Background: an optimization exercise with open tools, aiming at small area, a short achievable clock period and few clock cycles per item. Do not read the settings as production practice.
In this exercise RTL edits were held to simulation tests only and were not proved equivalent to the original.
Power and IR drop assume default switching activity.

## shader_cache_entry_validator_unit
module shader_cache_entry_validator_unit (
   input  logic        clock,
   input  logic        reset,
   input  logic        req_tvalid,
   output logic        req_tready,
   input  logic [15:0] req_tdata,   
   input  logic        req_tlast,   
   output logic        rsp_tvalid,
   input  logic        rsp_tready,
   output logic [39:0] rsp_tdata,   
   input  logic        csr_valid,
   output logic        csr_ready,
   input  logic [1:0]  csr_index,
   input  logic [31:0] csr_data
);
==> flow/config.mk <==
export PLATFORM = sky130hd
export DESIGN_NAME = shader_cache_entry_validator_unit
export DESIGN_NICKNAME = shader_cache_entry_validator_unit
export VERILOG_FILES = /design/flow/design.v
export SDC_FILE = /design/flow/constraint.sdc
export NUM_CORES = 4
export LEC_CHECK = 0
export CAP_MARGIN = 20
export CORE_MARGIN = 2
export CORE_UTILIZATION = 40
export SLEW_MARGIN = 20
==> flow/constraint.sdc <==
create_clock -name core_clock -period 10.0 [get_ports {clock}]
set_input_delay 2.0000 -clock core_clock [delete_from_list [all_inputs] [get_ports {clock}]]
set_output_delay 2.0000 -clock core_clock [all_outputs]
set_load 0.01 [all_outputs]
standard.sh (not shown) runs the stock make flow with config.mk's settings and CLKGATE_MAP_FILE= SYNTH_SCRIPT=/design/flow/synth_recipe.tcl, a recipe that flattens the netlist after the stock synthesis.
==> flow/flow/run.sh <==
#!/bin/bash
# Own layout flow: the standard flow (standard.sh, standard synthesis unchanged) with
# different port buffers, clock tree and timing-repair settings passed to ORFS through
# its environment variables. Each run's full output goes to a log file in this folder.
set -euo pipefail
cd "$(dirname "$0")/.."
# Port buffers: the smallest plain buffer instead of the default choice.
export BUFFER_PORTS_ARGS="-buffer_cell sky130_fd_sc_hd__buf_1"
# Clock tree: smaller clock buffers, no dummy loads.
export CTS_ARGS="-sink_clustering_enable -repair_clock_nets -dont_use_dummy_load -buf_list {sky130_fd_sc_hd__clkbuf_4 sky130_fd_sc_hd__clkbuf_8}"
# Timing repair aims past the clock period's slack, as SETUP_SLACK_MARGIN does.
export SETUP_SLACK_MARGIN=6
bash standard.sh > flow_orfs.log 2>&1
The baseline finished with timing, DRC and antenna clean.
Testbench counts at the start, summed over its fixed seeds: cycles 74,921, bytes 74,896.
Next try:
==> flow/flow/run.sh (replaced) <==
#!/bin/bash
# Own layout flow: the standard flow (standard.sh, standard synthesis unchanged) with
# smaller port buffers and a clock tree without dummy loads, set through ORFS's environment
# variables. The flow's full output goes to flow_orfs.log in this folder.
set -euo pipefail
cd "$(dirname "$0")/.."
export BUFFER_PORTS_ARGS="-buffer_cell sky130_fd_sc_hd__buf_1"
export CTS_ARGS="-sink_clustering_enable -repair_clock_nets -dont_use_dummy_load -sink_clustering_size 15 -sink_clustering_max_diameter 50 -buf_list {sky130_fd_sc_hd__clkbuf_4 sky130_fd_sc_hd__clkbuf_8}"
bash standard.sh > flow_orfs.log 2>&1
- CAP_MARGIN: 20 -> 0
- SETUP_SLACK_MARGIN: default -> 5
- SLEW_MARGIN: 20 -> 0
Outcome: Sequential power barely changes. Die area stays the same. Utilization fell by 4.4 points. Synthesized cell count stays the same. Via count goes down by 4.9%. Global-route usage is lower by 1.5 points. Routed wire length drops by 6.7%. Power fell by 18%. Sequential share of layout area rose by 3.0 points. Hold slack gets better by 0.0058 ns.
Next try:
--- a/flow/flow/run.sh
+++ b/flow/flow/run.sh
@@ -8,2 +8,3 @@
 export CTS_ARGS="-sink_clustering_enable -repair_clock_nets -dont_use_dummy_load -sink_clustering_size 15 -sink_clustering_max_diameter 50 -buf_list {sky130_fd_sc_hd__clkbuf_4 sky130_fd_sc_hd__clkbuf_8}"
+export SETUP_SLACK_MARGIN=5.75
 bash standard.sh > flow_orfs.log 2>&1
- ABC_AREA: default -> 1
- CAP_MARGIN: 0 -> 20
- SETUP_SLACK_MARGIN: 5 -> default
- SLEW_MARGIN: 0 -> 20
After rerunning: The new run passed the timing, DRC and antenna checks. Cell area increases by a little under a tenth. Total power increases by a little under a tenth. Utilization rose by 1.6 points. Register-to-register slack improves by 0.73 ns. Setup slack gains 0.73 ns. Clock-buffer cell count rises by 8.
Next try:
--- a/flow/flow/run.sh
+++ b/flow/flow/run.sh
@@ -8,3 +8,3 @@
 export CTS_ARGS="-sink_clustering_enable -repair_clock_nets -dont_use_dummy_load -sink_clustering_size 15 -sink_clustering_max_diameter 50 -buf_list {sky130_fd_sc_hd__clkbuf_4 sky130_fd_sc_hd__clkbuf_8}"
-export SETUP_SLACK_MARGIN=5.75
+export SETUP_MOVE_SEQUENCE="unbuffer,sizeup,swap"
 bash standard.sh > flow_orfs.log 2>&1
- ABC_AREA: 1 -> default
- SETUP_SLACK_MARGIN: default -> 5
Register-to-register slack degrades by 0.86 ns.
First-iteration DRC count came out higher by 4.0%.
Worst hold slack barely changes.
Routed wire length came out lower by 5.5%.
Design area came out lower by 8.2%.
Clock power came out lower by about 3%.
Synthesized area came out lower by 4.3%.
Via count came out lower by 12%.
Worst setup slack degrades by 0.86 ns.
Clock skew came out lower by 0.0082 ns.
Total power came out lower by about 5.6%.

========
shader_cache_entry_validator_unit again, from the RTL that the note above started with.
Settings: LEC_CHECK=0, ABC_AREA=1, CAP_MARGIN=0, CORE_MARGIN=2, CORE_UTILIZATION=40, SETUP_SLACK_MARGIN=5, SLEW_MARGIN=0; clock period 10.0 ns.
==> flow/flow/run.sh <==
#!/bin/bash
# Own layout flow: the standard flow (standard.sh, standard synthesis unchanged) with
# smaller port buffers and a clock tree without dummy loads, set through ORFS's environment
# variables. The flow's full output goes to flow_orfs.log in this folder.
set -euo pipefail
cd "$(dirname "$0")/.."
export BUFFER_PORTS_ARGS="-buffer_cell sky130_fd_sc_hd__buf_1"
export CTS_ARGS="-sink_clustering_enable -repair_clock_nets -dont_use_dummy_load -sink_clustering_size 15 -sink_clustering_max_diameter 50 -buf_list {sky130_fd_sc_hd__clkbuf_4 sky130_fd_sc_hd__clkbuf_8}"
bash standard.sh > flow_orfs.log 2>&1
Testbench counts at the start, summed over its fixed seeds: cycles 74,921, bytes 74,896.
==> next run, changes <==
Settings changed: CAP_MARGIN 0 to 20, SLEW_MARGIN 0 to 20.
Result: The changed run ran to the end with no violations; global-route usage is unchanged; total power barely changes; non-clock buffer count stays the same; setup slack gets better by 0.019 ns; sequential power is about the same; die area stays the same; cell count is unchanged; area after synthesis is unchanged; via count barely changes; combinational power barely changes; cell area is about the same.
==> next run, changes <==
==> flow/run.sh (new file) <==
#!/bin/bash
# synth_recipe.tcl (not shown) runs the flow's synth.tcl, then flattens the netlist and writes it again
# the make line also repeats each setting of config.mk as NAME=value (left out here)
make -C /OpenROAD-flow-scripts/flow DESIGN_CONFIG=/design/flow/config.mk WORK_HOME=/design/flow/orfs CLKGATE_MAP_FILE= SYNTH_SCRIPT=/design/flow/synth_recipe.tcl finish
Settings changed: ABC_AREA 1 to unset.
removed: flow/flow/run.sh
removed: flow/standard.sh
The changed run finished with timing, DRC and antenna clean; non-clock buffer count is higher by 86; sequential cell count is unchanged; routed wire length is higher by 3.2%; final cell count is lower by 11%; maximum frequency is lower by 2.5%; sequential share of layout area is lower by 1.1 points; final area is higher by 3.5%.

========
shader_cache_entry_validator_unit again, from the RTL that the note above started with.
Settings: LEC_CHECK=0, ABC_AREA=1, CAP_MARGIN=20, CORE_MARGIN=2, CORE_UTILIZATION=40, SLEW_MARGIN=20; clock period 10.0 ns.
==> flow/flow/run.sh <==
#!/bin/bash
# Own layout flow: the standard flow (standard.sh, standard synthesis unchanged) with
# smaller port buffers and a clock tree without dummy loads, set through ORFS's environment
# variables. The flow's full output goes to flow_orfs.log in this folder.
set -euo pipefail
cd "$(dirname "$0")/.."
export BUFFER_PORTS_ARGS="-buffer_cell sky130_fd_sc_hd__buf_1"
export CTS_ARGS="-sink_clustering_enable -repair_clock_nets -dont_use_dummy_load -sink_clustering_size 15 -sink_clustering_max_diameter 50 -buf_list {sky130_fd_sc_hd__clkbuf_4 sky130_fd_sc_hd__clkbuf_8}"
export SETUP_SLACK_MARGIN=6
bash standard.sh > flow_orfs.log 2>&1
Testbench counts at the start, summed over its fixed seeds: cycles 74,921, bytes 74,896.
Edit:
--- a/flow/flow/run.sh
+++ b/flow/flow/run.sh
@@ -7,4 +7,3 @@
 export BUFFER_PORTS_ARGS="-buffer_cell sky130_fd_sc_hd__buf_1"
 export CTS_ARGS="-sink_clustering_enable -repair_clock_nets -dont_use_dummy_load -sink_clustering_size 15 -sink_clustering_max_diameter 50 -buf_list {sky130_fd_sc_hd__clkbuf_4 sky130_fd_sc_hd__clkbuf_8}"
-export SETUP_SLACK_MARGIN=6
 bash standard.sh > flow_orfs.log 2>&1
--- a/flow/config.mk
+++ b/flow/config.mk
@@ -6,7 +6,7 @@
 export NUM_CORES = 4
 export LEC_CHECK = 0
-export ABC_AREA = 1
 export CAP_MARGIN = 20
 export CORE_MARGIN = 2
 export CORE_UTILIZATION = 40
+export SETUP_SLACK_MARGIN = 5
 export SLEW_MARGIN = 20
After rerunning: Sequential power stays flat; wire length falls by 6.7%; non-clock buffer count falls by 82; die area falls by 4.2%; hold slack barely changes; total power falls by 11%; critical path depth falls by 1; worst setup slack loses 0.69 ns; cell count falls by 15%.
Edit:
--- a/flow/flow/run.sh
+++ b/flow/flow/run.sh
@@ -7,3 +7,4 @@
 export BUFFER_PORTS_ARGS="-buffer_cell sky130_fd_sc_hd__buf_1"
 export CTS_ARGS="-sink_clustering_enable -repair_clock_nets -dont_use_dummy_load -sink_clustering_size 15 -sink_clustering_max_diameter 50 -buf_list {sky130_fd_sc_hd__clkbuf_4 sky130_fd_sc_hd__clkbuf_8}"
+export SETUP_SLACK_MARGIN=5.5
 bash standard.sh > flow_orfs.log 2>&1
--- a/flow/config.mk
+++ b/flow/config.mk
@@ -6,7 +6,7 @@
 export NUM_CORES = 4
 export LEC_CHECK = 0
+export ABC_AREA = 1
 export CAP_MARGIN = 20
 export CORE_MARGIN = 2
-export CORE_UTILIZATION = 40
-export SETUP_SLACK_MARGIN = 5
+export CORE_UTILIZATION = 30
 export SLEW_MARGIN = 20
Global-route usage fell by 5.5 points.
Worst hold slack barely changes.
Routed wire length rose by 5.2%.
First-iteration DRC count drops by 0.83%.
Combinational power goes up by about 9%.
Clock-buffer cell count climbs by 4.
Synthesized area is higher by 4.5%.
Design area increases by 5.2%.
Setup slack improves by 0.54 ns.
Edit:
--- a/flow/config.mk
+++ b/flow/config.mk
@@ -9,4 +9,4 @@
 export CAP_MARGIN = 20
 export CORE_MARGIN = 2
-export CORE_UTILIZATION = 30
+export CORE_UTILIZATION = 55
 export SLEW_MARGIN = 20
Outcome: The new run ran to the end with no violations; die area goes down by 45%; final area drops by 2.0%; sequential share of layout area went up by 0.65 points.
Edit:
--- a/flow/config.mk
+++ b/flow/config.mk
@@ -9,4 +9,4 @@
 export CAP_MARGIN = 20
 export CORE_MARGIN = 2
-export CORE_UTILIZATION = 55
+export CORE_UTILIZATION = 40
 export SLEW_MARGIN = 20
Die area rises by 37%.
Flip-flop and latch count is unchanged.
Setup slack gains 0.090 ns.
Synthesized cell count is unchanged.
Register-to-register slack gains 0.09 ns.
Clock skew is about the same.
Utilization falls by 16 points.
Critical path depth does not change.
Cell count rises by 6.1%.
Edit:
==> flow/run.sh (new file) <==
#!/bin/bash
# synth_recipe.tcl (not shown) runs the flow's synth.tcl, then flattens the netlist and writes it again
# the make line also repeats each setting of config.mk as NAME=value (left out here)
make -C /OpenROAD-flow-scripts/flow DESIGN_CONFIG=/design/flow/config.mk WORK_HOME=/design/flow/orfs CLKGATE_MAP_FILE= SYNTH_SCRIPT=/design/flow/synth_recipe.tcl finish
--- a/flow/config.mk
+++ b/flow/config.mk
@@ -6,7 +6,10 @@
 export NUM_CORES = 4
 export LEC_CHECK = 0
-export ABC_AREA = 1
 export CAP_MARGIN = 20
 export CORE_MARGIN = 2
 export CORE_UTILIZATION = 40
+export CTS_BUF_LIST = sky130_fd_sc_hd__clkbuf_8
+export CTS_CLUSTER_DIAMETER = 50
+export CTS_CLUSTER_SIZE = 15
+export SETUP_SLACK_MARGIN = 5
 export SLEW_MARGIN = 20
removed: flow/flow/run.sh
removed: flow/standard.sh
Effect: Area after synthesis came out lower by 4.3%; die area came out lower by 4.2%; clock power grows by 34%; critical path depth is lower by 4; setup slack loses 0.53 ns; global-route usage is higher by 1.2 points; fmax came out lower by 11%; synthesized cell count goes down by about 16%; via count shrinks by about 7%; first-iteration DRC count is higher by 3.6%.

static timing again, ports no longer ideal:
How much do the figures lean on ideal ports? The routed layouts below were timed once more, with nothing changed but the port constraints. Step 1 sets driving cells, clkbuf_16 on the clock port and buf_2 on the other inputs (assumed; they add their load-dependent delay and slew). Step 2 also shifts input and output timing later by t, the mid clock arrival at the registers, as if the neighbouring blocks saw the same clock. Slacks: ideal / step 1 / step 2; pairs: ideal / step 1.
run	shift t [ns]	slack for setup (ns)	slew at the worst register clock pin (ns)	worst slew at a driven data input, ns
the first run of note 1	0.707	5.321 / 5.321 / 5.321	0.06 / 0.06	0.08
the second run of note 1	0.700	5.065 / 5.065 / 5.065	0.10 / 0.10	0.08
the third run of note 1	0.720	5.790 / 5.790 / 5.489	0.09 / 0.09	0.07
the fourth run of note 1	0.715	4.929 / 4.929 / 4.929	0.10 / 0.10	0.09
the first run of note 2	0.720	5.231 / 5.231 / 5.231	0.09 / 0.09	0.06
the second run of note 2	0.719	5.250 / 5.250 / 5.250	0.09 / 0.09	0.06
the third run of note 2	0.653	5.127 / 5.127 / 5.127	0.07 / 0.07	0.10
the first run of note 3	0.732	5.786 / 5.786 / 5.611	0.10 / 0.10	0.13
the second run of note 3	0.712	5.095 / 5.095 / 5.095	0.10 / 0.10	0.09
the third run of note 3	0.743	5.632 / 5.632 / 5.497	0.10 / 0.10	0.04
the fourth run of note 3	0.689	5.574 / 5.574 / 5.574	0.10 / 0.10	0.04
the fifth run of note 3	0.720	5.664 / 5.664 / 5.483	0.10 / 0.10	0.06
the sixth run of note 3	0.762	5.134 / 5.134 / 5.134	0.10 / 0.10	0.10
After both steps setup and hold are still met in every run listed. For the third run of note 1, which loses most, drivers alone change the setup slack by 0.000 ns; drivers and shift together by -0.301 ns.
